Background: an optimization exercise with open tools, aiming at small area, a short achievable clock period and few clock cycles. Do not read the settings as production practice. Where RTL was checked, it was by simulation tests only, not by an equivalence proof against the original. Only the layout flow was run in run 1; the RTL was not checked for function there. Power and IR drop assume default switching activity.

--- flow/standard.sh ---
#!/bin/bash
# synth_recipe.tcl (not shown) runs the flow's synth.tcl, then flattens the netlist and writes it again
# the make line also repeats each setting of config.mk as NAME=value (left out here)
make -C /OpenROAD-flow-scripts/flow DESIGN_CONFIG=/design/flow/config.mk WORK_HOME=/design/flow/orfs CLKGATE_MAP_FILE= SYNTH_SCRIPT=/design/flow/synth_recipe.tcl "${@:-finish}"
--- flow/config.mk ---
export PLATFORM = sky130hd
export DESIGN_NAME = tagctrl_top
export DESIGN_NICKNAME = tagctrl_top
export VERILOG_FILES = /design/flow/design.v
export SDC_FILE = /design/flow/constraint.sdc
export NUM_CORES = 4
export LEC_CHECK = 0
export CAP_MARGIN = 20
export CORE_MARGIN = 2
export CORE_UTILIZATION = 55
export CTS_CLUSTER_DIAMETER = 100
export CTS_CLUSTER_SIZE = 24
export SETUP_SLACK_MARGIN = 2.8
export SLEW_MARGIN = 20
export TNS_END_PERCENT = 5
--- flow/flow/run.sh ---
#!/bin/bash
# The standard layout (the standard.sh, standard synthesis included) with two
# make settings changed:
#  - delay cells are added to the don't-use list, so the port buffers and timing
#    repair use ordinary buffers instead of slow delay buffers;
#  - timing repair may swap a cell for one of another footprint.
# Everything else (floorplan, power grid, tap cells, placement, CTS, routing) is
# the standard flow. The make output goes to flow_make.log in the work folder.
set -euo pipefail
PLATFORM_DONT_USE="sky130_fd_sc_hd__probe_p_8 sky130_fd_sc_hd__probec_p_8 sky130_fd_sc_hd__lpflow_bleeder_1 sky130_fd_sc_hd__lpflow_clkbufkapwr_1 sky130_fd_sc_hd__lpflow_clkbufkapwr_16 sky130_fd_sc_hd__lpflow_clkbufkapwr_2 sky130_fd_sc_hd__lpflow_clkbufkapwr_4 sky130_fd_sc_hd__lpflow_clkbufkapwr_8 sky130_fd_sc_hd__lpflow_clkinvkapwr_1 sky130_fd_sc_hd__lpflow_clkinvkapwr_16 sky130_fd_sc_hd__lpflow_clkinvkapwr_2 sky130_fd_sc_hd__lpflow_clkinvkapwr_4 sky130_fd_sc_hd__lpflow_clkinvkapwr_8 sky130_fd_sc_hd__lpflow_decapkapwr_12 sky130_fd_sc_hd__lpflow_decapkapwr_3 sky130_fd_sc_hd__lpflow_decapkapwr_4 sky130_fd_sc_hd__lpflow_decapkapwr_6 sky130_fd_sc_hd__lpflow_decapkapwr_8 sky130_fd_sc_hd__lpflow_inputiso0n_1 sky130_fd_sc_hd__lpflow_inputiso0p_1 sky130_fd_sc_hd__lpflow_inputiso1n_1 sky130_fd_sc_hd__lpflow_inputiso1p_1 sky130_fd_sc_hd__lpflow_inputisolatch_1 sky130_fd_sc_hd__lpflow_isobufsrc_1 sky130_fd_sc_hd__lpflow_isobufsrc_16 sky130_fd_sc_hd__lpflow_isobufsrc_2 sky130_fd_sc_hd__lpflow_isobufsrc_4 sky130_fd_sc_hd__lpflow_isobufsrc_8 sky130_fd_sc_hd__lpflow_isobufsrckapwr_16 sky130_fd_sc_hd__lpflow_lsbuf_lh_hl_isowell_tap_1 sky130_fd_sc_hd__lpflow_lsbuf_lh_hl_isowell_tap_2 sky130_fd_sc_hd__lpflow_lsbuf_lh_hl_isowell_tap_4 sky130_fd_sc_hd__lpflow_lsbuf_lh_isowell_4 sky130_fd_sc_hd__lpflow_lsbuf_lh_isowell_tap_1 sky130_fd_sc_hd__lpflow_lsbuf_lh_isowell_tap_2 sky130_fd_sc_hd__lpflow_lsbuf_lh_isowell_tap_4"
DELAY_CELLS="sky130_fd_sc_hd__clkdlybuf4s15_1 sky130_fd_sc_hd__clkdlybuf4s15_2 sky130_fd_sc_hd__clkdlybuf4s18_1 sky130_fd_sc_hd__clkdlybuf4s18_2 sky130_fd_sc_hd__clkdlybuf4s25_1 sky130_fd_sc_hd__clkdlybuf4s25_2 sky130_fd_sc_hd__clkdlybuf4s50_1 sky130_fd_sc_hd__clkdlybuf4s50_2 sky130_fd_sc_hd__dlygate4sd1_1 sky130_fd_sc_hd__dlygate4sd2_1 sky130_fd_sc_hd__dlygate4sd3_1 sky130_fd_sc_hd__dlymetal6s2s_1 sky130_fd_sc_hd__dlymetal6s4s_1 sky130_fd_sc_hd__dlymetal6s6s_1"
bash standard.sh "DONT_USE_CELLS=$PLATFORM_DONT_USE $DELAY_CELLS" MATCH_CELL_FOOTPRINT=0 finish > flow_make.log 2>&1
--- flow/design.v ---
package tagctrl_pkg;
  typedef struct packed {
    logic [32-1:0] addr;
    logic                       write;
    logic [64-1:0] wdata;
    logic                       tag;
  } tagctrl_req_t;
  typedef struct packed {
    logic [32-1:0]    addr;
    logic                          write;
    logic [64-1:0]    wdata;
    logic                          tag;          
    logic [8-1:0] tag_idx;
    logic                          err;          
    logic                          stored_tag;   
  } tagctrl_desc_t;
  typedef struct packed {
    logic [32-$clog2(64/8)-1:0] word_addr;
    logic                                                 write;
    logic [64-1:0]                           wdata;
  } tagctrl_mem_req_t;
  typedef struct packed {
    logic [64-1:0] rdata;
  } tagctrl_mem_rsp_t;
  localparam int unsigned DescW   = 32 + 1 + 64 + 1 + 8 + 2;
  localparam int unsigned MemRspW = 64;
  typedef struct packed {
    logic [64-1:0] rdata;
    logic                       tag;
    logic                       write;
    logic                       err;
  } tagctrl_rsp_t;
endpackage
`timescale 1ns/1ps
module tagctrl_stream_fifo #(
  parameter int unsigned Width     = 1,
  parameter int unsigned Depth     = 4
) (
  input  logic     clk_i,
  input  logic     reset_i,
  input  logic     valid_i,
  output logic     ready_o,
  input  logic [Width-1:0] data_i,
  output logic     valid_o,
  input  logic     ready_i,
  output logic [Width-1:0] data_o
);
  localparam int unsigned PtrW = (Depth > 1) ? $clog2(Depth) : 1;
  localparam int unsigned CntW = $clog2(Depth + 1);
  logic [Width-1:0]    mem_q [Depth];
  logic [PtrW-1:0]     wr_ptr_q, rd_ptr_q;
  logic [CntW-1:0]     count_q;
  logic                empty, push, pop;
  assign empty   = (count_q == '0);
  assign ready_o = (count_q != CntW'(Depth));
  assign valid_o = !empty || valid_i;
  assign data_o  = empty ? data_i : mem_q[rd_ptr_q];
  assign push = valid_i && ready_o && !(empty && ready_i);
  assign pop  = !empty && ready_i;
  always_ff @(posedge clk_i) begin
    if (reset_i) begin
      wr_ptr_q <= '0;
      rd_ptr_q <= '0;
      count_q  <= '0;
    end else begin
      if (push) begin
        wr_ptr_q <= (wr_ptr_q == PtrW'(Depth - 1)) ? '0 : wr_ptr_q + 1'b1;
      end
      if (pop) begin
        rd_ptr_q <= (rd_ptr_q == PtrW'(Depth - 1)) ? '0 : rd_ptr_q + 1'b1;
      end
      if (push && !pop) begin
        count_q <= count_q + 1'b1;
      end else if (pop && !push) begin
        count_q <= count_q - 1'b1;
      end
    end
  end
  always_ff @(posedge clk_i) begin
    if (push) begin
      mem_q[wr_ptr_q] <= data_i;
    end
  end
endmodule
`timescale 1ns/1ps
module tagctrl_decode (
  input  logic                      clk_i,
  input  logic                      reset_i,
  input  logic                      req_valid_i,
  input  tagctrl_pkg::tagctrl_req_t req_i,
  output logic                      req_ready_o,
  output logic                      desc_valid_o,
  output tagctrl_pkg::tagctrl_desc_t desc_o,
  input  logic                      desc_ready_i
);
  localparam int unsigned AddrW        = 32;
  localparam int unsigned TagIdxW      = 8;
  localparam int unsigned GranuleBytes = 128 / 8;
  localparam logic [AddrW-1:0] RegionBase = 32'h8000_0000;
  localparam logic [AddrW-1:0] RegionLen  = AddrW'(4096);
  tagctrl_pkg::tagctrl_desc_t desc_d, desc_q;
  logic                       valid_q;
  logic [AddrW-1:0]           offset;
  logic                       in_region;
  always_comb begin
    offset    = req_i.addr - RegionBase;
    in_region = (offset < RegionLen);
    desc_d       = '0;
    desc_d.addr  = req_i.addr;
    desc_d.write = req_i.write;
    desc_d.wdata = req_i.wdata;
    desc_d.tag   = req_i.tag;
    desc_d.err   = !in_region;
    if (in_region) begin
      desc_d.tag_idx = TagIdxW'(offset / GranuleBytes);
    end
  end
  assign req_ready_o = !valid_q || desc_ready_i;
  always_ff @(posedge clk_i) begin
    if (reset_i) begin
      valid_q <= 1'b0;
    end else if (req_ready_o) begin
      valid_q <= req_valid_i;
    end
  end
  always_ff @(posedge clk_i) begin
    if (req_valid_i && req_ready_o) begin
      desc_q <= desc_d;
    end
  end
  assign desc_valid_o = valid_q;
  assign desc_o       = desc_q;
endmodule
`timescale 1ns/1ps
module tagctrl_tag_store (
  input  logic                       clk_i,
  input  logic                       reset_i,
  input  logic                       desc_valid_i,
  input  tagctrl_pkg::tagctrl_desc_t desc_i,
  output logic                       desc_ready_o,
  output logic                       desc_valid_o,
  output tagctrl_pkg::tagctrl_desc_t desc_o,
  input  logic                       desc_ready_i
);
  localparam int unsigned NumTags = (4096 / (128 / 8));
  logic [NumTags-1:0]         tags_q;
  tagctrl_pkg::tagctrl_desc_t desc_q;
  logic                       valid_q;
  logic                       accept;
  logic                       is_read, is_write;
  assign desc_ready_o = !valid_q || desc_ready_i;
  assign accept       = desc_valid_i && desc_ready_o;
  assign is_read  = !desc_i.err && !desc_i.write;
  assign is_write = !desc_i.err && desc_i.write;
  always_ff @(posedge clk_i) begin
    if (reset_i) begin
      valid_q <= 1'b0;
      tags_q  <= '0;
    end else begin
      if (desc_ready_o) begin
        valid_q <= desc_valid_i;
      end
      if (accept && is_write) begin
        tags_q[desc_i.tag_idx] <= desc_i.tag;
      end
    end
  end
  always_ff @(posedge clk_i) begin
    if (accept) begin
      desc_q            <= desc_i;
      desc_q.stored_tag <= is_read ? tags_q[desc_i.tag_idx] : 1'b0;
    end
  end
  assign desc_valid_o = valid_q;
  assign desc_o       = desc_q;
endmodule
`timescale 1ns/1ps
module tagctrl_mem_issue (
  input  logic                          desc_valid_i,
  input  tagctrl_pkg::tagctrl_desc_t    desc_i,
  output logic                          desc_ready_o,
  output logic                          mem_req_valid_o,
  output tagctrl_pkg::tagctrl_mem_req_t mem_req_o,
  input  logic                          mem_req_ready_i,
  output logic                          fifo_valid_o,
  output tagctrl_pkg::tagctrl_desc_t    fifo_desc_o,
  input  logic                          fifo_ready_i
);
  localparam int unsigned AddrW    = 32;
  localparam int unsigned WordOffW = $clog2(64 / 8);
  logic needs_mem;
  logic mem_ok;
  assign needs_mem = !desc_i.err;
  assign mem_ok    = !needs_mem || mem_req_ready_i;
  assign mem_req_valid_o = desc_valid_i && needs_mem && fifo_ready_i;
  assign fifo_valid_o = desc_valid_i && mem_ok;
  assign desc_ready_o = fifo_ready_i && mem_ok;
  always_comb begin
    mem_req_o           = '0;
    mem_req_o.word_addr = desc_i.addr[AddrW-1:WordOffW];
    mem_req_o.write     = desc_i.write;
    mem_req_o.wdata     = desc_i.wdata;
  end
  assign fifo_desc_o = desc_i;
endmodule
`timescale 1ns/1ps
module tagctrl_resp_merge (
  input  logic                          desc_valid_i,
  input  tagctrl_pkg::tagctrl_desc_t    desc_i,
  output logic                          desc_ready_o,
  input  logic                          mem_valid_i,
  input  tagctrl_pkg::tagctrl_mem_rsp_t mem_i,
  output logic                          mem_ready_o,
  output logic                          rsp_valid_o,
  output tagctrl_pkg::tagctrl_rsp_t     rsp_o,
  input  logic                          rsp_ready_i
);
  logic is_read;
  logic done;
  assign is_read = !desc_i.write && !desc_i.err;
  assign rsp_valid_o = desc_valid_i && (!is_read || mem_valid_i);
  assign done        = rsp_valid_o && rsp_ready_i;
  assign desc_ready_o = done;
  assign mem_ready_o  = done && is_read;
  always_comb begin
    rsp_o       = '0;
    rsp_o.write = desc_i.write;
    rsp_o.err   = desc_i.err;
    if (is_read) begin
      rsp_o.rdata = mem_i.rdata;
      rsp_o.tag   = desc_i.stored_tag;
    end
  end
endmodule
`timescale 1ns/1ps
module tagctrl_top #(
  parameter int unsigned RdDepth = 4,    
  parameter int unsigned DqDepth = 11    
) (
  input  logic                          clk_i,
  input  logic                          reset_i,
  input  logic                          req_valid_i,
  input  logic [31:0]                   req_addr_i,
  input  logic                          req_write_i,
  input  logic [63:0]                   req_wdata_i,
  input  logic                          req_tag_i,
  output logic                          req_ready_o,
  output logic                          rsp_valid_o,
  output logic [63:0]                   rsp_rdata_o,
  output logic                          rsp_tag_o,
  output logic                          rsp_write_o,
  output logic                          rsp_err_o,
  input  logic                          rsp_ready_i,
  output logic                          mem_req_valid_o,
  output logic [28:0]                   mem_req_addr_o,
  output logic                          mem_req_write_o,
  output logic [63:0]                   mem_req_wdata_o,
  input  logic                          mem_req_ready_i,
  input  logic                          mem_rsp_valid_i,
  input  logic [63:0]                   mem_rsp_rdata_i
);
  localparam int unsigned RdPtrW = (RdDepth > 1) ? $clog2(RdDepth) : 1;
  logic        rdy_q;                  
  logic        sv_q;                   
  logic [28:0] s_a;
  logic        s_w, s_t, s_iw;
  logic [63:0] s_d;
  logic        hv_q;                   
  logic [28:0] h_a;                    
  logic [63:0] h_d;
  logic        h_w;
  logic        h_t, h_iw, h_wc;        
  logic        mv_q;                   
  logic        h_cr;                   
  logic        take, in_iw, h_leave, h_free;
  logic        n_v, n_iw, n_w;         
  logic        rd_wait, grant, cr_ok, mv_d;
  logic [DqDepth-1:0] qv_q;            
  logic               q_push, q_pop, q_space, q_space_d;
  assign in_iw = (req_addr_i[31:12] == 20'h80000);
  assign take  = req_valid_i && rdy_q;
  assign q_space = q_space_d;
  assign h_leave = hv_q && (h_iw ? (mv_q && mem_req_ready_i) : (q_space && (h_wc || h_cr)));
  assign h_free  = !hv_q || h_leave;
  always_comb begin
    if (sv_q) begin
      n_v  = 1'b1;
      n_iw = s_iw;
      n_w  = s_w;
    end else begin
      n_v  = take;
      n_iw = in_iw;
      n_w  = req_write_i;
    end
  end
  assign q_space_d = !qv_q[DqDepth-3];
  logic [RdDepth-1:0] cr_q;            
  logic               release_rd;
  assign cr_ok   = !cr_q[RdDepth-1] || release_rd;
  assign rd_wait = h_free ? (n_v && !n_w) : (hv_q && !h_wc && !h_cr);
  assign grant   = rd_wait && cr_ok && q_space_d;
  always_comb begin
    if (h_free) mv_d = n_v && n_iw && (n_w ? q_space_d : grant);
    else        mv_d = mv_q || (hv_q && h_iw && (h_wc ? q_space_d : grant));
  end
  always_ff @(posedge clk_i) begin
    if (h_free) h_cr <= grant;
    else        h_cr <= h_cr || grant;
  end
  always_ff @(posedge clk_i) begin
    if (reset_i) begin
      cr_q <= '0;
    end else if (grant && !release_rd) begin
      cr_q <= {cr_q[RdDepth-2:0], 1'b1};
    end else if (release_rd && !grant) begin
      cr_q <= {1'b0, cr_q[RdDepth-1:1]};
    end
  end
  logic [255:0] tags_q;
  logic         h_tag, h_tag_q;
  logic [15:0]  h_whi, h_wlo, h_rhi, h_rlo;
  logic [7:0]   n_idx;
  logic [15:0]  n_whi, n_wlo, n_rhi, n_rlo;
  logic [15:0]  grp_tag;
  assign n_idx = sv_q ? s_a[8:1] : req_addr_i[11:4];
  always_comb begin
    for (int j = 0; j < 16; j++) begin
      n_whi[j] = n_v && (n_idx[7:4] == 4'(j));
      n_wlo[j] = n_iw && n_w && (n_idx[3:0] == 4'(j));
      n_rhi[j] = n_iw && !n_w && (n_idx[7:4] == 4'(j));
      n_rlo[j] = (n_idx[3:0] == 4'(j));
    end
  end
  always_ff @(posedge clk_i) begin
    if (reset_i) begin
      h_whi <= '0;
    end else if (h_free) begin
      h_whi <= n_whi;
    end
  end
  always_ff @(posedge clk_i) begin
    if (h_free) begin
      h_wlo <= n_wlo;
      h_rhi <= n_rhi;
      h_rlo <= n_rlo;
    end
  end
  always_ff @(posedge clk_i) begin
    for (int i = 0; i < 256; i++) begin
      if (reset_i) begin
        tags_q[i] <= 1'b0;
      end else if (h_whi[i/16] && h_wlo[i%16]) begin
        tags_q[i] <= h_t;
      end
    end
  end
  always_comb begin
    for (int j = 0; j < 16; j++) begin
      grp_tag[j] = |(tags_q[16*j +: 16] & h_rlo);
    end
  end
  assign h_tag = |(grp_tag & h_rhi);
  always_ff @(posedge clk_i) begin
    h_tag_q <= h_tag;
  end
  logic [DqDepth-1:0] qe_q, qw_q, qt_q;   
  logic               new_e, new_w, new_t;
  logic               dh_v, dh_e, dh_w, dh_t, dh_rd;
  logic               p_v, p_e, p_w;      
  always_ff @(posedge clk_i) begin
    if (reset_i) p_v <= 1'b0;
    else         p_v <= h_leave;
  end
  always_ff @(posedge clk_i) begin
    p_e <= !h_iw;
    p_w <= h_wc;
  end
  assign q_push = p_v;
  assign new_e  = p_e;
  assign new_w  = p_w;
  assign new_t  = h_tag_q;
  assign dh_v  = qv_q[0];
  assign dh_e  = qe_q[0];
  assign dh_w  = qw_q[0];
  assign dh_t  = qt_q[0];
  assign dh_rd = !dh_e && !dh_w;
  always_ff @(posedge clk_i) begin
    for (int k = 0; k < DqDepth; k++) begin
      if (q_pop) begin
        if (k < DqDepth - 1 && qv_q[k+1]) begin
          qe_q[k] <= qe_q[k+1];
          qw_q[k] <= qw_q[k+1];
          qt_q[k] <= qt_q[k+1];
        end else begin
          qe_q[k] <= new_e;
          qw_q[k] <= new_w;
          qt_q[k] <= new_t;
        end
      end else if (!qv_q[k]) begin
        qe_q[k] <= new_e;
        qw_q[k] <= new_w;
        qt_q[k] <= new_t;
      end
    end
  end
  logic [63:0]        rd_mem [RdDepth];
  logic [RdDepth-1:0] fv_q;
  logic [RdPtrW-1:0]  fwp_q, frp_q;
  logic               f_ne_q;          
  logic               f_push, f_pop;
  always_ff @(posedge clk_i) begin
    for (int k = 0; k < RdDepth; k++) begin
      if (!fv_q[k]) rd_mem[k] <= mem_rsp_rdata_i;
    end
  end
  logic        ov_q;
  logic [63:0] o_rdata;
  logic        o_tag, o_write, o_err;
  logic        o_free, o_load, o_next;
  assign o_free     = !ov_q || rsp_ready_i;
  assign o_next     = dh_v && (!dh_rd || f_ne_q || mem_rsp_valid_i);
  assign o_load     = o_free && o_next;
  assign q_pop      = o_load;
  assign release_rd = o_load && !dh_w;
  assign f_pop      = o_load && dh_rd && f_ne_q;
  assign f_push     = mem_rsp_valid_i && !(o_load && dh_rd && !f_ne_q);
  always_ff @(posedge clk_i) begin
    if (o_free) begin
      o_rdata <= !dh_rd ? 64'd0 : (f_ne_q ? rd_mem[frp_q] : mem_rsp_rdata_i);
      o_tag   <= dh_t;
      o_write <= dh_w;
      o_err   <= dh_e;
    end
  end
  logic sv_d;
  assign sv_d = sv_q ? !h_free : (take && !h_free);
  always_ff @(posedge clk_i) begin
    if (reset_i) begin
      rdy_q  <= 1'b1;
      sv_q   <= 1'b0;
      hv_q   <= 1'b0;
      mv_q   <= 1'b0;
      ov_q   <= 1'b0;
      qv_q   <= '0;
      fv_q   <= '0;
      fwp_q  <= '0;
      frp_q  <= '0;
      f_ne_q <= 1'b0;
    end else begin
      rdy_q <= !sv_d;
      sv_q  <= sv_d;
      if (h_free) hv_q <= n_v;
      mv_q  <= mv_d;
      if (o_free) ov_q <= o_next;
      if (q_push && !q_pop)      qv_q <= {qv_q[DqDepth-2:0], 1'b1};
      else if (q_pop && !q_push) qv_q <= {1'b0, qv_q[DqDepth-1:1]};
      if (f_push) begin
        fv_q[fwp_q] <= 1'b1;
        fwp_q       <= (fwp_q == RdPtrW'(RdDepth - 1)) ? '0 : fwp_q + 1'b1;
      end
      if (f_pop) begin
        fv_q[frp_q] <= 1'b0;
        frp_q       <= (frp_q == RdPtrW'(RdDepth - 1)) ? '0 : frp_q + 1'b1;
      end
      if (f_pop) f_ne_q <= fv_q[(frp_q == RdPtrW'(RdDepth - 1)) ? '0 : frp_q + 1'b1] || f_push;
      else       f_ne_q <= f_ne_q || f_push;
    end
  end
  always_ff @(posedge clk_i) begin
    if (!sv_q) begin
      s_a  <= req_addr_i[31:3];
      s_w  <= req_write_i;
      s_d  <= req_wdata_i;
      s_t  <= req_tag_i;
      s_iw <= in_iw;
    end
  end
  always_ff @(posedge clk_i) begin
    if (h_free) begin
      if (sv_q) begin
        h_a   <= s_a;
        h_w   <= s_w;
        h_wc  <= s_w;
        h_d   <= s_d;
        h_t   <= s_t;
        h_iw  <= s_iw;
      end else begin
        h_a   <= req_addr_i[31:3];
        h_w   <= req_write_i;
        h_wc  <= req_write_i;
        h_d   <= req_wdata_i;
        h_t   <= req_tag_i;
        h_iw  <= in_iw;
      end
    end
  end
  assign req_ready_o     = rdy_q;
  assign mem_req_valid_o = mv_q;
  assign mem_req_addr_o  = h_a;
  assign mem_req_write_o = h_w;
  assign mem_req_wdata_o = h_d;
  assign rsp_valid_o     = ov_q;
  assign rsp_rdata_o     = o_rdata;
  assign rsp_tag_o       = o_tag;
  assign rsp_write_o     = o_write;
  assign rsp_err_o       = o_err;
endmodule
--- flow/constraint.sdc ---
create_clock -name core_clock -period 5.0 [get_ports {clk_i}]
set_input_delay 1.0000 -clock core_clock [delete_from_list [all_inputs] [get_ports {clk_i}]]
set_output_delay 1.0000 -clock core_clock [all_outputs]
set_load 0.01 [all_outputs]
==> results of run 1 <==
-- what timing repair did --
item	4_1_cts	5_1_grt
pin swaps	22	7
cloned	2	0
setup buffers	50	10
setup endpoints to repair	579	313
resized for setup	83	32
-- registers in the layout, indices dropped and copies added, names as in the netlist, 2 cells and up --
register,flops
qt_q,11
h_rlo,16
rd_mem,256
qe_q,11
h_a,29
cr_q,4
s_d,64
h_wlo,16
s_a,29
h_rhi,16
fv_q,4
fwp_q,2
h_whi,16
qw_q,11
qv_q,11
o_rdata,64
frp_q,2
tags_q,256
h_d,64
-- worst max path at each step --
stage | start | to | slack (ns)
6_report | h_rlo[0] | h_tag_q | 2.59
2_1_floorplan | h_wc | cr_q[1] | -0.56
4_1_cts | h_rlo[3] | h_tag_q | 2.64
5_1_grt | h_wc | h_d[25] | 2.57
3_5_place_dp | rsp_ready_i | qv_q[2] | 1.47
3_3_place_gp | rsp_ready_i | qv_q[1] | 1.46
-- cells by family after synthesis --
kind of cell	after synthesis
buffers and inverters	298
adder cells (fa/ha/maj)	13
multiplexers	179
flip-flops	902
AND/OR/NAND/NOR	1174
AO/OA/AOI/OAI	612
-- worst max-delay path: stages (launching register included) --
cell	delay [ns]
edfxtp_1	0.39
buf_6	0.16
buf_12	0.16
a22o_1	0.24
a221oi_2	0.18
nand4_1	0.25
a22oi_2	0.23
nand3_2	0.12
or4_4	0.54
-- cell usage after synthesis, types with 3 or more instances --
master	number	area, um^2
nand2_1	646	2420
edfxtp_1	470	14100
dfxtp_1	432	8650
nand3_1	291	1460
a21oi_1	281	1410
clkbuf_1	226	848
nor2_1	203	762
mux2_2	93	1050
o21ai_0	87	435
mux2i_1	85	851
a22oi_1	73	548
a222oi_1	64	641
a22o_1	28	245
o22ai_1	27	169
buf_2	25	125
buf_1	23	86.3
inv_1	21	78.8
a221oi_1	20	175
ha_1	13	163
nand4_1	13	81.3
a221oi_2	8	120
o21ai_1	8	40.0
a211oi_1	6	45.0
nor4_1	4	25.0
nor3_1	3	15.0
-- where the power goes --
| part | internal (mW) | switching (mW) | total, mW |
|---|---|---|---|
| Sequential | 8.23 | 0.260 | 8.49 |
| Combinational | 0.349 | 0.885 | 1.23 |
| Clock | 1.71 | 2.29 | 4.00 |
-- final cells by class --
cell class | instances | area, um^2 | area share, %
tap | 846 | 1060 | 2.75
timing repair buffer | 447 | 2210 | 5.73
clock buffer | 77 | 1250 | 3.23
multi-input combinational | 1980 | 11200 | 28.9
antenna | 4 | 10.0 | 0.0260
inverter | 21 | 85.1 | 0.221
clock inverter | 1 | 11.3 | 0.0292
sequential | 902 | 22800 | 59.1
-- through the flow --
| stage | setup WS (ns) | util [%] | cells |
|---|---|---|---|
| 5_1_grt | 2.57 | 61.3 | 4277 |
| 3_3_place_gp | 1.46 | 57.9 | 4126 |
| 2_1_floorplan | -0.564 | - | 3178 |
| 3_5_place_dp | 1.47 | 57.9 | 4128 |
| 4_1_cts | 2.64 | 60.8 | 4258 |
| 6_report | 2.59 | 61.3 | 4278 |
-- per-layer routing --
layer / vias to the layer above / share of wire (%) / global-route usage, %
li1: 11800 / - / -
met1: 12500 / 41 / 37.1
met2: 895 / 48 / 45.7
met3: 165 / 7.3 / 5.18
met4: 2 / 3.1 / 9.42
met5: - / 0.14 / 1.46
==> results.ini, run 1 <==
[run_status]
status=no timing/DRC/antenna violations

[cts]
cts_tree=built
cts_hold_buf=0
max-clock-path-buffers=3
clock_latency_ns=0.63
clkTransAtPathRegs_ns=0.10
cts_sinks=902
cts-root-buf=clkbuf_16
cts-buffers-inserted=43
cts.htree.levels=2

[sta]
holdWs_ns=0.460
final.period_utilization_pct=48.2
min_period_ns=2.41
setup-tns-final_ns=0
rsz0062_at_grt=true
clock-skew-final_ns=0.0336
maxSlewHeadroom_pct=21.3
worst_pin_slew_ns=1.18
drv_slew=0
final_hold_viol_count=0
max_freq_ghz=0.415
finalSetupViolCount=0

[synth]
synth_fp_nets=3359
synth_top_family_by_area=simple AND/OR/NAND/NOR gates
postSynthRegisterBits=902
synthMuxAreaShare_pct=5.52
synth_compound_area_share_pct=11.3
synth_edf_count=470
syn_inst=3178
synth-simple-area-share_pct=14.0
synth_area_per_cell_um2=11.0
yosysSeqAreaShare_pct=65.4
yosysWarningCount=6
synthArstFlopShare_pct=0
synth_ff_type=edfxtp_1
synth_xor_area_share_pct=0
synth_fa_ha_area_share_pct=0.467
synth_area_um2=34800
yosysUniqueCellTypes=49

[cells_and_area]
mostFrequentLayoutCell=nand2_1
nFillCells=5243
areaGrowthSynthToFinish_pct=10.8
final_cell_mix=646 x nand2_1, 470 x edfxtp_1, 423 x dfxtp_1
final_area_um2=38600
drive_gt1_share_pct=8.66
finalNetCount=3576

[power]
power_mw=13.7
p_per_area_nw_per_um2=356
peakVddDrop_v=0.000263
power.leakage_nw=12.9

[worst_setup_path]
cp_data_required_time_ns=5.47
reg2reg_setup_slack_ns=2.59
crit_arrival_ns=2.88
worst_setup_path_start_kind=flop
timing.rr.end=h_tag_q
crit_path_end_kind=flop
path_class=reg2reg
cp_max_fo=8
ff2ff_path_depth=8
r2r-start=h_rlo[0]

[floorplanning]
die_width_um=256
start_util_pct=55.4
fp.dieH_um=256
die-area_um2=65300
io_pins=332
fp.coreArea_um2=62900
row_count=92

[global_routing]
grt_usage_pct=27.8
grt_overflow=0
grt_pass1_wl_um=141000
grt_max_degree=140
antenna_found_initial=3
grt_pass1_vias=24300

[place]
place.gp.congestion=0.893
port_buffers=328
dpl_cell_area_um2=36400
dp_hpwl_um=53900

[drt]
dr.pass1.iters=6
wl_per_cell_um=22.1
drc=0
viasPerCell=5.92
antenna_left=0
num_vias=25300
drt_iter0_drc=2635
wl_um=94600

[min_path]
hold_path.class=reg2reg
hold_end=tags_q[255]
min_from=tags_q[255]
holdPathStages=2

[job]
drv_cap=0

==> run 2: changes to the inputs <==
--- a/flow/design.v
+++ b/flow/design.v
@@ -234,7 +234,7 @@
 endmodule
 `timescale 1ns/1ps
 module tagctrl_top #(
-  parameter int unsigned RdDepth = 4,    
+  parameter int unsigned RdDepth = 5,    
   parameter int unsigned DqDepth = 11    
 ) (
   input  logic                          clk_i,
==> results.ini, run 2 <==
[run_status]
status=no timing/DRC/antenna violations  ; unchanged

[sta]
final_hold_viol_count=0  ; unchanged
worst_slack_ns=2.64  ; was 2.59 ns
worst_pin_slew_ns=1.15  ; was 1.18 ns
clock-skew-final_ns=0.0218  ; was 0.0336 ns
final.period_utilization_pct=47.3  ; was 48.2%
drv_slew=0  ; unchanged
rsz0062_at_grt=true  ; unchanged
maxSlewHeadroom_pct=23.1  ; was 21.3%
min_period_ns=2.36  ; was 2.41 ns
max_freq_ghz=0.423  ; was 0.415 GHz
finalSetupViolCount=0  ; unchanged

[cts]
clock_latency_ns=0.62  ; was 0.63 ns
cts-buffers-inserted=46  ; was 43
clkTransAtPathRegs_ns=0.09  ; was 0.10 ns
cts_hold_buf=0  ; unchanged
cts_tree=built  ; unchanged
cts.htree.levels=2  ; unchanged
cts-root-buf=clkbuf_16  ; unchanged
max-clock-path-buffers=3  ; unchanged
cts_sinks=970  ; was 902

[power]
pwr-share-seq_pct=62.6  ; was 61.9%
switching_power_mw=3.60  ; was 3.43 mW
p_per_area_nw_per_um2=351  ; was 356 nW/um^2
power.leakage_nw=13.5  ; was 12.9 nW
p_sw_share_pct=24.7  ; was 25.0%
p_int_mw=11.0  ; was 10.3 mW
pwr-share-comb_pct=8.4  ; was 9.0%
p_clk_share_pct=28.9  ; was 29.1%
power_mw=14.6  ; was 13.7 mW
peakVddDrop_v=0.000340  ; was 0.000263 V

[drt]
wl_per_cell_um=23.0  ; was 22.1 um
viasPerCell=6.04  ; was 5.92
num_vias=27400  ; was 25300
antenna_left=0  ; unchanged
drt_iter0_drc=3085  ; was 2635
wl_um=104000  ; was 94600 um
drc=0  ; unchanged
dr.pass1.iters=9  ; was 6

[worst_setup_path]
cp_data_required_time_ns=5.49  ; was 5.47 ns
path_class=reg2reg  ; unchanged
cp_max_fo=7  ; was 8
crit_path_end_kind=flop  ; unchanged
worst_setup_path_start_kind=flop  ; unchanged
crit_arrival_ns=2.85  ; was 2.88 ns
ff2ff_path_depth=8  ; unchanged

[synth]
synth_edf_count=534  ; was 470
synth_area_um2=37300  ; was 34800 um^2
yosys.area.top_type_share_pct=43.0  ; was 40.6%
yosysUniqueCellTypes=46  ; was 49
yosysMostFrequentCell=nand2_1  ; unchanged
synth.largest_area_cell=edfxtp_1  ; unchanged
yosysSeqAreaShare_pct=66.4  ; was 65.4%
synthArstFlopShare_pct=0  ; unchanged
synth_common_cells=653 x nand2_1, 534 x edfxtp_1, 436 x dfxtp_1  ; was 646 x nand2_1, 470 x edfxtp_1, 432 x dfxtp_1
postSynthRegisterBits=970  ; was 902
synth_area_per_cell_um2=11.1  ; was 11.0 um^2
yosysWarningCount=6  ; unchanged
synth_area_leaders=edfxtp_1 43%, dfxtp_1 23%, nand2_1 6.6%  ; was edfxtp_1 41%, dfxtp_1 25%, nand2_1 7.0%
synth_fp_nets=3548  ; was 3359
synth_ff_type=edfxtp_1  ; unchanged
syn_inst=3367  ; was 3178

[floorplanning]
fp.coreArea_um2=67200  ; was 62900 um^2
start_util_pct=55.5  ; was 55.4%
fp.dieH_um=264  ; was 256 um
die-area_um2=69900  ; was 65300 um^2
row_count=95  ; was 92
die_width_um=264  ; was 256 um
io_pins=332  ; unchanged

[cells_and_area]
mostFrequentLayoutCell=nand2_1  ; unchanged
nFillCells=5426  ; was 5243
final_area_um2=41600  ; was 38600 um^2
drive_gt1_share_pct=9.40  ; was 8.66%
areaGrowthSynthToFinish_pct=11.5  ; was 10.8%
finalNetCount=3808  ; was 3576
fin_util_pct=61.9  ; was 61.3%
reg_top3=rd_mem: 320 flops, tags_q: 256 flops  ; was rd_mem: 256 flops, tags_q: 256 flops
largest-register=rd_mem
final_cell_mix=653 x nand2_1, 534 x edfxtp_1, 425 x dfxtp_1  ; was 646 x nand2_1, 470 x edfxtp_1, 423 x dfxtp_1
largest_register_ffs=320

[job]
drv_cap=0  ; unchanged

[min_path]
hold_path.class=reg2reg  ; unchanged
holdPathStages=0  ; was 2

[place]
place.gp.congestion=0.866  ; was 0.893
dpl_cell_area_um2=38900  ; was 36400 um^2
port_buffers=328  ; unchanged
dp_hpwl_um=57700  ; was 53900 um
dp_slack_ns=1.43  ; was 1.47 ns

[global_routing]
grt_max_degree=149  ; was 140
grt_pass1_vias=26000  ; was 24300
grt_pass1_wl_um=157000  ; was 141000 um
grt_overflow=0  ; unchanged
grt_usage_pct=29.1  ; was 27.8%
antenna_found_initial=3  ; unchanged

-- run 2: cell count changes after synthesis, sizes merged, moves of 7 or more --
cell | before | now
nand3 | 291 | 349
o211ai | 0 | 65
nand2 | 646 | 653
a21oi | 281 | 351
o21ai | 95 | 35
mux2i | 85 | 20
edfxtp | 470 | 534
nor2 | 203 | 153
a22oi | 73 | 84
nor3 | 4 | 11
clkbuf | 226 | 267
buf | 51 | 26
nand2b | 2 | 66
-- run 2: timing repair --
| item | CTS | global route |
|---|---|---|
| setup buffers | 85 | 21 |
| gates resized for setup | 121 | 53 |
| pin swaps | 22 | 26 |
| cloned | 16 | 0 |
| endpoints found under the setup margin | 493 | 476 |
-- run 2: path summary, 6_finish.rpt --
path / start / endpoint / slack, ns
max: h_rlo[1] / h_tag_q / 2.64
min: qt_q[0] / o_tag / 0.43
max reg2reg: h_rlo[1] / h_tag_q / 2.64
min reg2reg: qt_q[0] / o_tag / 0.43
-- run 2: worst max-delay path: stages (launching register included) --
cell	delay [ns]
edfxtp_1	0.41
buf_2	0.17
buf_6	0.12
buf_4	0.19
a22oi_1	0.22
nand4_1	0.22
o21ai_2	0.24
nand4_1	0.11
or4_4	0.56
-- run 2: metal layers --
layer,part of all wire (%),routed length (um),GRT usage (%),vias to the layer above
met3,7.4,7680,4.01,162
li1,-,-,-,12700
met1,41,42400,39.5,13500
met4,2.4,2470,7.74,2
met2,50,51600,49.6,1088
met5,0.012,12,0,-
-- run 2: metrics by stage --
step / hold slack (ns) / instances / setup TNS, ns
2_1_floorplan: 0.400 / 3367 / -8.55
3_3_place_gp: 0.405 / 4324 / 0
3_5_place_dp: 0.409 / 4326 / 0
4_1_cts: 0.432 / 4509 / 0
5_1_grt: 0.434 / 4535 / 0
6_report: 0.430 / 4536 / 0
-- run 2: cell families after synthesis --
kind of cell	count (synthesis)	synth area share, %
AO/OA/AOI/OAI	686	11.8
AND/OR/NAND/NOR	1269	14.7
multiplexers	113	3.34
adder cells (fa/ha/maj)	13	0.436
flip-flops	970	66.4
buffers and inverters	316	3.24
-- run 2: layout make-up --
cell class	instances	area (um^2)	area share, %
timing repair buffer	496	2530	6.08
sequential	970	24800	59.6
antenna	2	5.00	0.0120
tap	873	1090	2.63
clock buffer	80	1300	3.13
clock inverter	2	25.0	0.0602
inverter	23	93.8	0.226
multi-input combinational	2090	11800	28.3
-- run 2: power by group through the flow --
stage | logic [mW] | clock network (mW) | registers (mW)
2_1_floorplan | 0.604 | 0 | 9.25
3_3_place_gp | 0.915 | 0 | 9.44
3_5_place_dp | 0.952 | 0 | 9.45
4_1_cts | 1.15 | 4.34 | 9.17
5_1_grt | 1.30 | 4.60 | 9.20
6_report | 1.23 | 4.23 | 9.15
Testbench counts of run 2, summed over its fixed seeds: cycles 14,856.
==> run 3: changes to the inputs <==
--- a/flow/design.v
+++ b/flow/design.v
@@ -234,7 +234,7 @@
 endmodule
 `timescale 1ns/1ps
 module tagctrl_top #(
-  parameter int unsigned RdDepth = 5,    
+  parameter int unsigned RdDepth = 4,    
   parameter int unsigned DqDepth = 11    
 ) (
   input  logic                          clk_i,
@@ -317,17 +317,17 @@
     end
   end
   logic [255:0] tags_q;
-  logic         h_tag, h_tag_q;
   logic [15:0]  h_whi, h_wlo, h_rhi, h_rlo;
   logic [7:0]   n_idx;
   logic [15:0]  n_whi, n_wlo, n_rhi, n_rlo;
-  logic [15:0]  grp_tag;
+  logic [15:0]  w_grp;                 
+  logic [15:0]  grp_tag_q;             
   assign n_idx = sv_q ? s_a[8:1] : req_addr_i[11:4];
   always_comb begin
     for (int j = 0; j < 16; j++) begin
-      n_whi[j] = n_v && (n_idx[7:4] == 4'(j));
-      n_wlo[j] = n_iw && n_w && (n_idx[3:0] == 4'(j));
-      n_rhi[j] = n_iw && !n_w && (n_idx[7:4] == 4'(j));
+      n_whi[j] = n_v && n_w && (n_idx[7:4] == 4'(j));
+      n_wlo[j] = (n_idx[3:0] == 4'(j));
+      n_rhi[j] = !n_w && (n_idx[7:4] == 4'(j));
       n_rlo[j] = (n_idx[3:0] == 4'(j));
     end
   end
@@ -340,29 +340,32 @@
   end
   always_ff @(posedge clk_i) begin
     if (h_free) begin
-      h_wlo <= n_wlo;
       h_rhi <= n_rhi;
       h_rlo <= n_rlo;
     end
   end
   always_ff @(posedge clk_i) begin
+    if (reset_i) begin
+      h_wlo <= '0;
+    end else if (h_free) begin
+      h_wlo <= n_wlo;
+    end
+  end
+  assign w_grp = h_whi & {16{h_iw}};
+  always_ff @(posedge clk_i) begin
     for (int i = 0; i < 256; i++) begin
       if (reset_i) begin
         tags_q[i] <= 1'b0;
-      end else if (h_whi[i/16] && h_wlo[i%16]) begin
+      end else if (w_grp[i/16] && h_wlo[i%16]) begin
         tags_q[i] <= h_t;
       end
     end
   end
-  always_comb begin
+  always_ff @(posedge clk_i) begin
     for (int j = 0; j < 16; j++) begin
-      grp_tag[j] = |(tags_q[16*j +: 16] & h_rlo);
+      grp_tag_q[j] <= h_rhi[j] && |(tags_q[16*j +: 16] & h_rlo);
     end
   end
-  assign h_tag = |(grp_tag & h_rhi);
-  always_ff @(posedge clk_i) begin
-    h_tag_q <= h_tag;
-  end
   logic [DqDepth-1:0] qe_q, qw_q, qt_q;   
   logic               new_e, new_w, new_t;
   logic               dh_v, dh_e, dh_w, dh_t, dh_rd;
@@ -378,7 +381,7 @@
   assign q_push = p_v;
   assign new_e  = p_e;
   assign new_w  = p_w;
-  assign new_t  = h_tag_q;
+  assign new_t  = !p_e && !p_w && |grp_tag_q;
   assign dh_v  = qv_q[0];
   assign dh_e  = qe_q[0];
   assign dh_w  = qw_q[0];
@@ -425,7 +428,12 @@
   assign f_pop      = o_load && dh_rd && f_ne_q;
   assign f_push     = mem_rsp_valid_i && !(o_load && dh_rd && !f_ne_q);
   always_ff @(posedge clk_i) begin
-    if (o_free) begin
+    if (reset_i) begin
+      o_rdata <= '0;
+      o_tag   <= 1'b0;
+      o_write <= 1'b0;
+      o_err   <= 1'b0;
+    end else if (o_free) begin
       o_rdata <= !dh_rd ? 64'd0 : (f_ne_q ? rd_mem[frp_q] : mem_rsp_rdata_i);
       o_tag   <= dh_t;
       o_write <= dh_w;
@@ -476,19 +484,30 @@
     end
   end
   always_ff @(posedge clk_i) begin
+    if (reset_i) begin
+      h_a <= '0;
+      h_w <= 1'b0;
+      h_d <= '0;
+    end else if (h_free) begin
+      if (sv_q) begin
+        h_a <= s_a;
+        h_w <= s_w;
+        h_d <= s_d;
+      end else begin
+        h_a <= req_addr_i[31:3];
+        h_w <= req_write_i;
+        h_d <= req_wdata_i;
+      end
+    end
+  end
+  always_ff @(posedge clk_i) begin
     if (h_free) begin
       if (sv_q) begin
-        h_a   <= s_a;
-        h_w   <= s_w;
         h_wc  <= s_w;
-        h_d   <= s_d;
         h_t   <= s_t;
         h_iw  <= s_iw;
       end else begin
-        h_a   <= req_addr_i[31:3];
-        h_w   <= req_write_i;
         h_wc  <= req_write_i;
-        h_d   <= req_wdata_i;
         h_t   <= req_tag_i;
         h_iw  <= in_iw;
       end
==> flow/config.mk (replaced) <==
export PLATFORM = sky130hd
export DESIGN_NAME = tagctrl_top
export DESIGN_NICKNAME = tagctrl_top
export VERILOG_FILES = /design/flow/design.v
export SDC_FILE = /design/flow/constraint.sdc
export NUM_CORES = 4
export LEC_CHECK = 0
export CAP_MARGIN = 40
export CORE_MARGIN = 2
export CORE_UTILIZATION = 55
export CTS_CLUSTER_DIAMETER = 100
export CTS_CLUSTER_SIZE = 24
export SETUP_SLACK_MARGIN = 3.0
export SLEW_MARGIN = 40
export TNS_END_PERCENT = 10
==> results.ini, run 3 <==
[drt]
num_vias=27900  ; was 27400
wl_um=104000  ; about the same
drc=0  ; unchanged
wl_per_cell_um=22.4  ; was 23.0 um
antenna_left=0  ; unchanged
dr.pass1.iters=8  ; was 9
viasPerCell=6.02  ; was 6.04
drt_iter0_drc=2980  ; was 3085

[sta]
rsz0062_at_grt=true  ; unchanged
worst_pin_slew_ns=0.867  ; was 1.15 ns
final.period_utilization_pct=43.7  ; was 47.3%
max_freq_ghz=0.457  ; was 0.423 GHz
drv_slew=0  ; unchanged
holdWs_ns=0.459  ; was 0.430 ns
finalSetupViolCount=0  ; unchanged
min_period_ns=2.19  ; was 2.36 ns
final_hold_viol_count=0  ; unchanged
maxSlewHeadroom_pct=42.2  ; was 23.1%
clock-skew-final_ns=0.0206  ; was 0.0218 ns
worst_slack_ns=2.81  ; was 2.64 ns
setup-tns-final_ns=0  ; unchanged

[power]
peakVddDrop_v=0.000331  ; was 0.000340 V
power.leakage_nw=13.6  ; was 13.5 nW
p_per_area_nw_per_um2=341  ; was 351 nW/um^2
power_mw=13.5  ; was 14.6 mW

[synth]
synth_common_cells=662 x nand2_1, 624 x dfxtp_1, 322 x nor2_1  ; was 653 x nand2_1, 534 x edfxtp_1, 436 x dfxtp_1
synth-simple-area-share_pct=17.3  ; was 14.7%
synth_compound_area_share_pct=13.4  ; was 11.8%
postSynthRegisterBits=918  ; was 970
synthMuxAreaShare_pct=4.49  ; was 3.34%
yosysSeqAreaShare_pct=60.2  ; was 66.4%
yosysUniqueCellTypes=59  ; was 46
yosysWarningCount=6  ; unchanged
yosys.area.top_type_share_pct=35.3  ; was 43.0%
synth_area_leaders=dfxtp_1 35%, edfxtp_1 25%, nand2_1 7.0%  ; was edfxtp_1 43%, dfxtp_1 23%, nand2_1 6.6%
syn_inst=3588  ; was 3367
synth_area_um2=35400  ; was 37300 um^2
synth_xor_area_share_pct=0  ; unchanged
yosysMostFrequentCell=nand2_1  ; unchanged
synth_area_per_cell_um2=9.87  ; was 11.1 um^2
synth_top_family_by_area=simple AND/OR/NAND/NOR gates  ; unchanged
synth_fp_nets=3769  ; was 3548
synth.largest_area_cell=dfxtp_1  ; was edfxtp_1
synth_ff_type=dfxtp_1  ; was edfxtp_1
synth_edf_count=294  ; was 534
synthArstFlopShare_pct=0  ; unchanged
synth_fa_ha_area_share_pct=0.459  ; was 0.436%

[global_routing]
antenna_found_initial=11  ; was 3
grt_overflow=0  ; unchanged
grt_pass1_vias=26800  ; was 26000
grt_usage_pct=29.5  ; was 29.1%
grt_pass1_wl_um=155000  ; was 157000 um
grt_max_degree=136  ; was 149

[cells_and_area]
final_area_um2=39500  ; was 41600 um^2
drive_gt1_share_pct=11.9  ; was 9.40%
reg_top3=rd_mem: 256 flops, tags_q: 256 flops  ; was rd_mem: 320 flops, tags_q: 256 flops
finalNetCount=3925  ; was 3808
mostFrequentLayoutCell=nand2_1  ; unchanged
final_cell_mix=662 x nand2_1, 594 x dfxtp_1, 318 x nor2_1  ; was 653 x nand2_1, 534 x edfxtp_1, 425 x dfxtp_1
areaGrowthSynthToFinish_pct=11.4  ; was 11.5%

[cts]
cts_tree=built  ; unchanged
max-clock-path-buffers=3  ; unchanged
clkTransAtPathRegs_ns=0.10  ; was 0.09 ns
cts.htree.levels=2  ; unchanged
cts-buffers-inserted=44  ; was 46
clock_latency_ns=0.62  ; about the same
cts_sinks=918  ; was 970
cts_hold_buf=0  ; unchanged
cts-root-buf=clkbuf_16  ; unchanged

[floorplanning]
fp.coreArea_um2=64100  ; was 67200 um^2
start_util_pct=55.2  ; was 55.5%
die_width_um=258  ; was 264 um
fp.dieH_um=258  ; was 264 um
row_count=93  ; was 95
die-area_um2=66400  ; was 69900 um^2
io_pins=332  ; unchanged

[place]
port_buffers=328  ; unchanged
dpl_cell_area_um2=37100  ; was 38900 um^2
place.gp.congestion=0.816  ; was 0.866
dp_hpwl_um=59800  ; was 57700 um
dp_slack_ns=1.65  ; was 1.43 ns

[worst_setup_path]
cp_max_fo=6  ; was 7
worst_setup_path_start_kind=flop  ; unchanged
ff2ff_path_depth=5  ; was 8
max_stage_delay_ns=0.58  ; was 0.56 ns
reg2reg_setup_slack_ns=2.81  ; was 2.64 ns
crit_buf_inv=2  ; was 3
crit_chain=buf_8 > mux2i_1 > inv_1 > or3_1 > nor2_1  ; was buf_2 > buf_6 > buf_4 > a22oi_1 > nand4_1 > o21ai_2 > nand4_1 > or4_4
timing.rr.end=h_rhi[0]  ; was h_tag_q
r2r-start=sv_q  ; was h_rlo[1]
crit_arrival_ns=2.65  ; was 2.85 ns
critical-path-slowest-cell=mux2i_1  ; was or4_4
path_class=reg2reg  ; unchanged
crit_family=simple AND/OR/NAND/NOR gates  ; unchanged
cp_data_required_time_ns=5.47  ; was 5.49 ns
crit_path_end_kind=flop  ; unchanged

[min_path]
holdPathStages=2  ; was 0
hold_end=o_tag  ; unchanged
hold_path.class=reg2reg  ; unchanged
min_from=o_tag  ; was qt_q[0]

[run_status]
status=no timing/DRC/antenna violations  ; unchanged

[job]
drv_cap=0  ; unchanged

==> run 3: power by group <==
group	total [mW]	switching, mW	internal, mW
Combinational	1.09	0.745	0.349
Clock	4.07	2.35	1.71
Sequential	8.31	0.246	8.06
==> run 3: final cells by class <==
class                      instances  area (um^2)
antenna                            4         10.0
clock buffer                      71         1220
clock inverter                     3         37.5
fill                            5330        24600
inverter                          22          133
multi-input combinational       2295        12900
sequential                       918        21400
tap                              855         1070
timing repair buffer             462         2720
timing repair inverter             1         8.76
==> run 3: through the flow <==
step | util [%] | std cells
finish | 61.6 | 4631
global placement | 57.3 | 4449
floorplan | - | 3588
detailed placement | 57.8 | 4466
global route | 61.6 | 4631
CTS | 60.6 | 4569
==> run 3: what timing repair did <==
action	4_1_cts	5_1_grt
resized for setup	179	93
setup buffers	25	48
pin swaps	7	82
endpoints found under the setup margin	618	659
cloned	4	10
==> run 3: per-layer routing <==
layer	part of all wire (%)	global-route usage, %	vias to the layer above
met5	0.092	0	-
met4	3.6	11.3	14
met3	6.8	5.16	234
met2	50	51.3	908
met1	39	36.8	13700
li1	-	-	13000
==> run 3: cell families after synthesis <==
family / Yosys count
AO/OA/AOI/OAI: 700
adder cells (fa/ha/maj): 13
buffers and inverters: 377
flip-flops: 918
multiplexers: 141
AND/OR/NAND/NOR: 1439
==> run 3: worst max-delay path by stage <==
stage               startpoint           endpoint  slack, ns  cells after the start
2_1_floorplan  mem_rsp_valid_i            qv_q[9]       2.33                     11
3_3_place_gp   mem_req_ready_i            h_d[23]       1.44                      7
3_5_place_dp   mem_req_ready_i               mv_q       1.65                      7
4_1_cts                 h_a[8]  mem_req_addr_o[8]       2.84                      1
5_1_grt                qe_q[0]            qe_q[0]       2.75                      6
6_report                  sv_q           h_rhi[0]       2.81                      5
==> run 3: worst register-to-register path, stage by stage, from the launching register on <==
cell and delay [ns]:
dfxtp_4 0.39, buf_8 0.12, mux2i_1 0.58, inv_1 0.28
or3_1 0.51, nor2_1 0.16
Testbench counts of run 3, summed over its fixed seeds: cycles 15,847.
==> run 4: changes to the inputs <==
--- a/flow/config.mk
+++ b/flow/config.mk
@@ -7,9 +7,10 @@
 export LEC_CHECK = 0
 export CAP_MARGIN = 40
 export CORE_MARGIN = 2
-export CORE_UTILIZATION = 55
+export CORE_UTILIZATION = 70
 export CTS_CLUSTER_DIAMETER = 100
 export CTS_CLUSTER_SIZE = 24
+export PLACE_DENSITY = 0.72
 export SETUP_SLACK_MARGIN = 3.0
 export SLEW_MARGIN = 40
 export TNS_END_PERCENT = 10
==> results.ini, run 4 <==
[worst_setup_path]
reg2reg_setup_slack_ns=2.81  ; about the same
path_class=reg2reg  ; unchanged
crit_path_end_kind=flop  ; unchanged
worst_setup_path_start_kind=flop  ; unchanged
crit_arrival_ns=2.72  ; was 2.65 ns
cp_data_required_time_ns=5.53  ; was 5.47 ns
r2r-start=h_rlo[15]  ; was sv_q
ff2ff_path_depth=5  ; unchanged
timing.rr.end=grp_tag_q[13]  ; was h_rhi[0]
cp_max_fo=10  ; was 6

[global_routing]
grt_pass1_vias=26900  ; was 26800
antenna_found_initial=4  ; was 11
grt_overflow=0  ; unchanged
grt_usage_pct=35.2  ; was 29.5%
grt_pass1_wl_um=147000  ; was 155000 um
grt_max_degree=191  ; was 136

[synth]
yosys.area.top_type_share_pct=35.3  ; unchanged
synth.largest_area_cell=dfxtp_1  ; unchanged
synth_fp_nets=3769  ; unchanged
synthArstFlopShare_pct=0  ; unchanged
synth_common_cells=662 x nand2_1, 624 x dfxtp_1, 322 x nor2_1  ; unchanged
synth_ff_type=dfxtp_1  ; unchanged
postSynthRegisterBits=918  ; unchanged
synth_area_per_cell_um2=9.87  ; unchanged
synth_area_leaders=dfxtp_1 35%, edfxtp_1 25%, nand2_1 7.0%  ; unchanged
synth_edf_count=294  ; unchanged
yosysSeqAreaShare_pct=60.2  ; unchanged
yosysUniqueCellTypes=59  ; unchanged
yosysMostFrequentCell=nand2_1  ; unchanged
syn_inst=3588  ; unchanged
synth_area_um2=35400  ; unchanged
yosysWarningCount=6  ; unchanged

[place]
dpl_cell_area_um2=36700  ; was 37100 um^2
dp_hpwl_um=56300  ; was 59800 um
place.gp.congestion=0.859  ; was 0.816
port_buffers=328  ; unchanged

[cells_and_area]
finalNetCount=3910  ; was 3925
reg_top3=rd_mem: 256 flops, tags_q: 256 flops  ; unchanged
mostFrequentLayoutCell=nand2_1  ; unchanged
areaGrowthSynthToFinish_pct=9.99  ; was 11.4%
drive_gt1_share_pct=10.1  ; was 11.9%
final_cell_mix=661 x nand2_1, 600 x dfxtp_1, 318 x nor2_1  ; was 662 x nand2_1, 594 x dfxtp_1, 318 x nor2_1
final_area_um2=39000  ; was 39500 um^2

[power]
p_clk_share_pct=30.1  ; was 30.2%
pwr-share-comb_pct=7.9  ; was 8.1%
p_int_mw=10.1  ; about the same
switching_power_mw=3.31  ; was 3.35 mW
peakVddDrop_v=0.000363  ; was 0.000331 V
power.leakage_nw=13.3  ; was 13.6 nW
p_sw_share_pct=24.6  ; was 24.8%
pwr-share-seq_pct=62.0  ; was 61.7%
p_per_area_nw_per_um2=345  ; was 341 nW/um^2
power_mw=13.4  ; was 13.5 mW

[cts]
cts.htree.levels=2  ; unchanged
cts_sinks=918  ; unchanged
cts-buffers-inserted=44  ; unchanged
cts-root-buf=clkbuf_16  ; unchanged
cts_tree=built  ; unchanged
clock_latency_ns=0.63  ; was 0.62 ns
max-clock-path-buffers=3  ; unchanged
clkTransAtPathRegs_ns=0.10  ; about the same

[sta]
final.period_utilization_pct=43.9  ; was 43.7%
maxSlewHeadroom_pct=43.4  ; was 42.2%
drv_slew=0  ; unchanged
min_period_ns=2.19  ; about the same
finalSetupViolCount=0  ; unchanged
rsz0062_at_grt=true  ; unchanged
worst_pin_slew_ns=0.849  ; was 0.867 ns
max_freq_ghz=0.456  ; was 0.457 GHz
clock-skew-final_ns=0.0300  ; was 0.0206 ns
final_hold_viol_count=0  ; unchanged
setup-tns-final_ns=0  ; unchanged
holdWs_ns=0.450  ; was 0.459 ns

[min_path]
holdPathStages=1  ; was 2
hold_end=grp_tag_q[0]  ; was o_tag
min_from=h_rhi[0]  ; was o_tag
hold_path.class=reg2reg  ; unchanged

[drt]
drt_iter0_drc=4013  ; was 2980
viasPerCell=6.42  ; was 6.02
wl_um=97900  ; was 104000 um
antenna_left=0  ; unchanged
dr.pass1.iters=9  ; was 8
wl_per_cell_um=22.1  ; was 22.4 um
num_vias=28500  ; was 27900
drc=0  ; unchanged

[floorplanning]
die-area_um2=52400  ; was 66400 um^2
start_util_pct=70.7  ; was 55.2%
row_count=82  ; was 93
io_pins=332  ; unchanged
die_width_um=229  ; was 258 um
fp.dieH_um=229  ; was 258 um
fp.coreArea_um2=50100  ; was 64100 um^2

[run_status]
status=no timing/DRC/antenna violations  ; unchanged

[job]
drv_cap=0  ; unchanged

==> run 4: cell types whose count changed in the layout (fill, tap and decap cells not counted), sizes merged <==
cell	delta
diode	-1
inv	+5
clkinv	-4
clkbuf	-41
buf	+28
==> run 4: what timing repair did <==
action | in CTS | in global routing
setup buffers | 19 | 46
endpoints found under the setup margin | 536 | 619
hold endpoints to repair | 0 | 0
gates resized for setup | 65 | 104
pin swaps | 5 | 22
gates cloned | 3 | 6
hold buffers | 0 | 0
==> run 4: layer usage <==
layer  GRT usage, %  wire length, um
met2           60.7            48800
met4           15.2             4200
met3           6.01             9120
met5              0               14
met1           43.7            35800
==> run 4: layout make-up <==
type / count / area [um^2]
clock inverters: 3 / 37.5
fillers: 3358 / 11100
repair inverters: 2 / 17.5
repair buffers: 446 / 2390
flip-flops and latches: 918 / 21400
clock buffers: 74 / 1230
inverters: 22 / 125
multi-input cells: 2295 / 12900
diodes: 3 / 7.51
well taps: 672 / 841
==> run 4: how the worst max path moves through the flow <==
stage	from	to
5_1_grt	rsp_ready_i	qe_q[1]
2_1_floorplan	mem_rsp_valid_i	qv_q[9]
4_1_cts	o_rdata[54]	rsp_rdata_o[54]
3_5_place_dp	mem_req_ready_i	mv_q
3_3_place_gp	mem_req_ready_i	mv_q
6_report	h_rlo[15]	grp_tag_q[13]
==> run 4: worst max-delay path, stage by stage, from the launching register on <==
cell,delay [ns]
edfxtp_1,0.71
buf_1,0.42
a22o_1,0.28
a221oi_1,0.26
nand3_1,0.21
o21a_1,0.23
==> run 4: cell families after synthesis <==
| kind of cell | Yosys count | synth area share (%) |
|---|---|---|
| AND/OR/NAND/NOR | 1439 | 17.3 |
| flip-flops | 918 | 60.2 |
| buffers and inverters | 377 | 4.21 |
| multiplexers | 141 | 4.49 |
| adder cells (fa/ha/maj) | 13 | 0.459 |
| AO/OA/AOI/OAI | 700 | 13.4 |
==> run 4: power by group through the flow <==
stage | Sequential [mW] | Combinational (mW) | Clock, mW
4_1_cts | 8.31 | 1.00 | 4.06
3_3_place_gp | 8.49 | 0.864 | 0
2_1_floorplan | 8.38 | 0.616 | 0
6_report | 8.32 | 1.06 | 4.04
3_5_place_dp | 8.49 | 0.948 | 0
5_1_grt | 8.35 | 1.13 | 4.30
==> run 4: per-stage QoR <==
stage / setup slack (ns) / util, % / cells
6_report: 2.81 / 77.8 / 4435
5_1_grt: 2.74 / 77.8 / 4434
4_1_cts: 2.81 / 76.5 / 4379
3_5_place_dp: 1.72 / 73.4 / 4280
3_3_place_gp: 1.75 / 72.9 / 4268
2_1_floorplan: 2.33 / - / 3588
==> run 5: changes to the inputs <==
==> flow/config.mk (replaced) <==
export PLATFORM = sky130hd
export DESIGN_NAME = tagctrl_top
export DESIGN_NICKNAME = tagctrl_top
export VERILOG_FILES = /design/flow/design.v
export SDC_FILE = /design/flow/constraint.sdc
export NUM_CORES = 4
export LEC_CHECK = 0
export CAP_MARGIN = 20
export CORE_MARGIN = 2
export CORE_UTILIZATION = 55
export CTS_CLUSTER_DIAMETER = 100
export CTS_CLUSTER_SIZE = 24
export SETUP_SLACK_MARGIN = 2.9
export SLEW_MARGIN = 20
export TNS_END_PERCENT = 5
==> results.ini, run 5 <==
[cells_and_area]
areaGrowthSynthToFinish_pct=9.47  ; was 9.99%
reg_top3=rd_mem: 256 flops, tags_q: 256 flops  ; unchanged
final_cell_mix=662 x nand2_1, 605 x dfxtp_1, 357 x buf_1  ; was 661 x nand2_1, 600 x dfxtp_1, 318 x nor2_1
mostFrequentLayoutCell=nand2_1  ; unchanged
layout.cells.non_filler=4604  ; was 4435
fin_util_pct=60.5  ; was 77.8%
finalNetCount=3901  ; was 3910
drive_gt1_share_pct=8.15  ; was 10.1%

[global_routing]
grt_overflow=0  ; unchanged
grt_usage_pct=29.9  ; was 35.2%
antenna_found_initial=9  ; was 4
grt_pass1_wl_um=155000  ; was 147000 um
grt_max_degree=134  ; was 191
grt_pass1_vias=26400  ; was 26900

[worst_setup_path]
r2r-start=qw_q[0]  ; was h_rlo[15]
crit_arrival_ns=2.71  ; was 2.72 ns
max_stage_delay_ns=0.54  ; was 0.71 ns
startpoint=qw_q[0]  ; was h_rlo[15]
crit_path_end_kind=flop  ; unchanged
cp_max_fo=17  ; was 10
cp_data_required_time_ns=5.47  ; was 5.53 ns
path_class=reg2reg  ; unchanged
crit_chain=buf_1 > nor2_2 > and3_4 > nor2b_1 > a211oi_1  ; was buf_1 > a22o_1 > a221oi_1 > nand3_1 > o21a_1
ff2ff_path_depth=5  ; unchanged
cp.depth=5  ; unchanged
worst_setup_path_start_kind=flop  ; unchanged
critical-path-slowest-cell=and3_4  ; was edfxtp_1
crit_buf_inv=1  ; unchanged
crit_family=simple AND/OR/NAND/NOR gates  ; was compound AO/OA/AOI/OAI gates

[synth]
yosysWarningCount=6  ; unchanged
yosysMostFrequentCell=nand2_1  ; unchanged
yosys.area.top_type_share_pct=35.3  ; unchanged
yosysUniqueCellTypes=59  ; unchanged
synth_area_leaders=dfxtp_1 35%, edfxtp_1 25%, nand2_1 7.0%  ; unchanged
synth_common_cells=662 x nand2_1, 624 x dfxtp_1, 322 x nor2_1  ; unchanged
synth_ff_type=dfxtp_1  ; unchanged
yosysSeqAreaShare_pct=60.2  ; unchanged
synth_area_per_cell_um2=9.87  ; unchanged
synth_area_um2=35400  ; unchanged
synth_fp_nets=3769  ; unchanged
synthArstFlopShare_pct=0  ; unchanged
synth_edf_count=294  ; unchanged
postSynthRegisterBits=918  ; unchanged
synth.largest_area_cell=dfxtp_1  ; unchanged
syn_inst=3588  ; unchanged

[floorplanning]
fp.dieH_um=258  ; was 229 um
io_pins=332  ; unchanged
start_util_pct=55.2  ; was 70.7%
row_count=93  ; was 82
die_width_um=258  ; was 229 um
fp.coreArea_um2=64100  ; was 50100 um^2
die-area_um2=66400  ; was 52400 um^2

[drt]
antenna_left=0  ; unchanged
drt_iter0_drc=3315  ; was 4013
wl_per_cell_um=22.6  ; was 22.1 um
num_vias=27800  ; was 28500
dr.pass1.iters=7  ; was 9
viasPerCell=6.05  ; was 6.42
wl_um=104000  ; was 97900 um
drc=0  ; unchanged

[sta]
drv_slew=0  ; unchanged
min_period_ns=2.24  ; was 2.19 ns
worst_pin_slew_ns=1.22  ; was 0.849 ns
maxSlewHeadroom_pct=18.5  ; was 43.4%
final_hold_viol_count=0  ; unchanged
final.period_utilization_pct=44.9  ; was 43.9%
holdWs_ns=0.453  ; was 0.450 ns
rsz0062_at_grt=true  ; unchanged
worst_slack_ns=2.76  ; was 2.81 ns
finalSetupViolCount=0  ; unchanged
clock-skew-final_ns=0.0234  ; was 0.0300 ns
max_freq_ghz=0.445  ; was 0.456 GHz
setup-tns-final_ns=0  ; unchanged

[power]
peakVddDrop_v=0.000447  ; was 0.000363 V
p_per_area_nw_per_um2=345  ; about the same
power.leakage_nw=13.0  ; was 13.3 nW

[min_path]
min_from=h_whi[0]  ; was h_rhi[0]
holdPathStages=2  ; was 1
hold_path.class=reg2reg  ; unchanged

[run_status]
status=no timing/DRC/antenna violations  ; unchanged

[cts]
clkTransAtPathRegs_ns=0.10  ; about the same
cts-root-buf=clkbuf_16  ; unchanged
cts-buffers-inserted=44  ; unchanged
cts_hold_buf=0  ; unchanged
max-clock-path-buffers=3  ; unchanged
cts.htree.levels=2  ; unchanged
cts_tree=built  ; unchanged
cts_sinks=918  ; unchanged
clock_latency_ns=0.63  ; about the same

[place]
dp_hpwl_um=57500  ; was 56300 um
dp_slack_ns=1.41  ; was 1.72 ns
port_buffers=328  ; unchanged
place.gp.congestion=0.838  ; was 0.859
place_inst=4456  ; was 4280

[job]
drv_cap=0  ; unchanged

run 5: worst paths after layout:
| check | slack, ns | endpoint |
|---|---|---|
| max reg2reg | 2.76 | fv_q[1] |
| max | 2.76 | fv_q[1] |
| min reg2reg | 0.45 | h_whi[0] |
| min | 0.45 | h_whi[0] |
run 5: tightest hold or removal path: stages (launching register included):
cell     delay, ns
dfxtp_1       0.33
nand2_1       0.04
o21ai_0       0.05
run 5: metrics by stage:
stage	power, mW	area [um^2]
final	13.4	38800
after global routing	13.8	38800
after CTS	13.4	38300
after detailed placement	9.44	36700
after global placement	9.39	36700
after floorplan	8.98	35500
run 5: per-layer routing:
layer | track usage, % | share of wire [%] | up-vias
met1 | 37.9 | 40 | 13500
met5 | 0 | 0.050 | -
met2 | 51.9 | 50 | 1081
met3 | 5.01 | 7.3 | 211
met4 | 9.89 | 3.2 | 8
li1 | - | - | 13000
run 5: cell type report:
cell class | instances | area [um^2]
fill | 5409 | 25300
sequential | 918 | 21400
multi-input combinational | 2298 | 12900
timing repair buffer | 434 | 2070
clock buffer | 66 | 1200
tap | 855 | 1070
inverter | 22 | 129
clock inverter | 4 | 42.5
timing repair inverter | 2 | 20.0
antenna | 5 | 12.5
run 5: logic make-up (layout without fill, tap and decap cells):
| family | after synthesis | after routing | synth area share (%) |
|---|---|---|---|
| buffers and inverters | 377 | 528 | 4.21 |
| AO/OA/AOI/OAI | 700 | 702 | 13.4 |
| flip-flops | 918 | 918 | 60.2 |
| adder cells (fa/ha/maj) | 13 | 13 | 0.459 |
| AND/OR/NAND/NOR | 1439 | 1442 | 17.3 |
| multiplexers | 141 | 141 | 4.49 |
| other | 0 | 5 | 0 |
run 5: what timing repair did:
action / CTS / global route
gates cloned: 6 / 5
pin swaps: 8 / 29
hold endpoints to repair: 0 / 0
buffers inserted: 20 / 40
setup endpoints to repair: 749 / 562
gates resized for setup: 56 / 53
run 5: where the power goes:
group	internal [mW]	total (mW)	switching (mW)
clock	1.70	4.04	2.35
sequential	8.06	8.34	0.273
combinational	0.309	1.01	0.705
total	10.1	13.4	3.33

-- static timing again, ports no longer ideal --
Ports are ideal in the flow. The routed layouts listed here were re-timed in OpenROAD. Step 1 assumes that a clkbuf_16 drives the clock port and a buf_2 every other input. Step 2 also shifts input and output timing later by t, the mid clock arrival at the registers, as if the neighbouring blocks saw the same clock. Slacks: ideal ports / drivers / drivers and shift; pairs: ideal ports / drivers.
| run | shift t [ns] | slack for setup (ns) | worst register clock-pin slew, ns | worst slew at a driven data input, ns |
|---|---|---|---|---|
| run 1 | 0.682 | 2.590 / 2.590 / 2.052 | 0.11 / 0.11 | 0.11 |
| run 2 | 0.676 | 2.636 / 2.636 / 2.067 | 0.10 / 0.10 | 0.08 |
| run 3 | 0.678 | 2.813 / 2.770 / 2.254 | 0.10 / 0.10 | 0.13 |
| run 4 | 0.678 | 2.807 / 2.761 / 2.166 | 0.10 / 0.10 | 0.10 |
| run 5 | 0.680 | 2.755 / 2.733 / 2.115 | 0.10 / 0.10 | 0.14 |
After both steps every run listed still meets setup and hold. The setup slack of run 4, which loses most, moves by -0.046 ns with the drivers and by -0.641 ns with both steps.
